Source: an optimization exercise on an open RTL-to-GDS flow (aim: small area). Production flows keep margins and buffers that such runs may drop.
In this exercise RTL edits were held to simulation tests only and were not proved equivalent to the original.

run Y:
Design riscvCore, start of the top module:
module riscvCore
#(
    parameter logic [31:0] resetAddress = '0
)
(
    input  logic clk,
    input  logic reset,
    output logic trap,
    output logic memEnable,
    output logic memWrite,
    output logic [31:0] memAddress,
    output logic [31:0] memWriteData,
    input  logic [31:0] memReadData,
    input  logic memReady
);
    logic [3:0] state;
    logic [3:0] nextState;
    logic [4:0] cnt;
    logic first;
    logic last;
    logic [31:2] ir;
    logic [31:0] mar;
    logic [31:0] mdr;
    logic carryMain;
    logic carryInc;
    logic borrow;
    logic equalAcc;
    logic flag;
    assign first = (cnt == 5'd0);
    assign last = (cnt == 5'd31);
    logic [4:0] op;
    logic [2:0] f3;
    logic isBranch, isJal, isJalr, isLoad, isStore, isLui, isAuipc;
    logic isAluOp, isOp, isShift, isSlt, isRight;
    logic rdZero, rs2Zero, tempInMdr, tempInReg;
    logic legal;
    assign op = ir[6:2];
    assign f3 = ir[14:12];
    assign isBranch = op[4] & ~op[0];
    assign isJal = op[4] & op[1];
    assign isJalr = op[4] & op[0] & ~op[1];
    assign isLoad = ~op[4] & ~op[3] & ~op[2];
    assign isStore = ~op[4] & op[3] & ~op[2];
    assign isLui = ~op[4] & op[2] & op[0] & op[3];
    assign isAuipc = ~op[4] & op[2] & op[0] & ~op[3];
    assign isAluOp = ~op[4] & op[2] & ~op[0];
    assign isOp = isAluOp & op[3];
    assign isShift = isAluOp & (f3[1:0] == 2'b01);
    assign isSlt = isAluOp & (f3[2:1] == 2'b01);
    assign isRight = f3[2];
    assign rdZero = (ir[11:7] == 5'd0);
    assign rs2Zero = (ir[24:20] == 5'd0);
    assign tempInMdr = isBranch | (isLoad & rdZero) | (isStore & rs2Zero);
    assign tempInReg = (isLoad & ~rdZero) | (isStore & ~rs2Zero);
    always_comb
    begin
        case (memReadData[6:0])
            7'b0000011, 7'b0010011, 7'b0010111, 7'b0100011, 7'b0110011,
            7'b0110111, 7'b1100011, 7'b1100111, 7'b1101111:
                legal = 1'b1;
            default:
                legal = 1'b0;
        endcase
    end
    logic inClear, inFetch, inFix, inRound1, inRotate, inRound2, inMemory;
    assign inClear = (state == riscvPkg::stClear);
    assign inFetch = (state == riscvPkg::stFetch);
    assign inFix = (state == riscvPkg::stFix);
    assign inRound1 = (state == riscvPkg::stRound1);
    assign inRotate = (state == riscvPkg::stRotate);
  ...
Settings: LEC_CHECK=0, ABC_AREA=1, CAP_MARGIN=20, CORE_MARGIN=2, CORE_UTILIZATION=60, SLEW_MARGIN=20; clock period 10.0 ns.
standard.sh (not shown) runs the stock make flow with config.mk's settings and CLKGATE_MAP_FILE= SYNTH_SCRIPT=/design/flow/synth_recipe.tcl, a recipe that flattens the netlist after the stock synthesis.
==> flow/flow/run.sh <==
#!/bin/bash
# Own layout flow: the standard flow (standard.sh, unchanged synthesis,
# floorplan, power grid and tap cells) with two changes to how the layout is
# made: the port buffers are the smallest buffer, and the clock tree uses
# small clock buffers with larger sink clusters and no dummy loads.
set -uo pipefail
export BUFFER_PORTS_ARGS="-buffer_cell sky130_fd_sc_hd__buf_1"
export CTS_ARGS="-sink_clustering_enable -repair_clock_nets -dont_use_dummy_load -buf_list sky130_fd_sc_hd__clkbuf_8 -sink_clustering_size 22 -sink_clustering_max_diameter 45"
bash standard.sh > standard.log 2>&1
> inputs changed (run Y -> run R)
--- a/flow/flow/run.sh
+++ b/flow/flow/run.sh
@@ -7,3 +7,3 @@
 export BUFFER_PORTS_ARGS="-buffer_cell sky130_fd_sc_hd__buf_1"
-export CTS_ARGS="-sink_clustering_enable -repair_clock_nets -dont_use_dummy_load -buf_list sky130_fd_sc_hd__clkbuf_8 -sink_clustering_size 22 -sink_clustering_max_diameter 45"
+export CTS_ARGS="-sink_clustering_enable -repair_clock_nets -dont_use_dummy_load -buf_list sky130_fd_sc_hd__clkbuf_8 -sink_clustering_size 20 -sink_clustering_max_diameter 60"
 bash standard.sh > standard.log 2>&1
Results
Of run Y and run R, run Y shows the higher relative area change from synthesis to final layout, with run R below it. Run Y and run R ended up with nearly the same sum of met2 wire segment lengths after detailed routing. Status: clock insertion delay at the later pin of the skew report parity (run R, run Y). For cell area, run R and run Y come out practically identical.

-- re-timing with driven ports --
The flow's constraints put no driver on any port. The routed layouts listed below were extracted and timed again, unchanged, in two steps.
Step 1 (the two cells are an assumption about what drives the block):
set clk [get_ports {clk}]
set_driving_cell -lib_cell sky130_fd_sc_hd__clkbuf_16 $clk
set_driving_cell -lib_cell sky130_fd_sc_hd__buf_2 [delete_from_list [all_inputs] $clk]
Step 2 moves the port delays by t, midway between the first and last clock arrival at a register: inputs arrive t later, outputs are due t later. That takes back most of the time a late clock gives input paths.
Slacks: ideal ports / drivers / drivers and shift; pairs: ideal ports / drivers.
| run | shift t [ns] | setup WS [ns] | worst setup path at the end | worst data-port slew with drivers (ns) | pins driven straight from the clock port |
|---|---|---|---|---|---|
| run Y | 0.674 | 5.452 / 5.452 / 5.452 | register to register | 0.05 | 1 |
| run R | 0.693 | 5.487 / 5.487 / 5.487 | register to register | 0.05 | 1 |
After both steps every run listed still meets setup and hold.
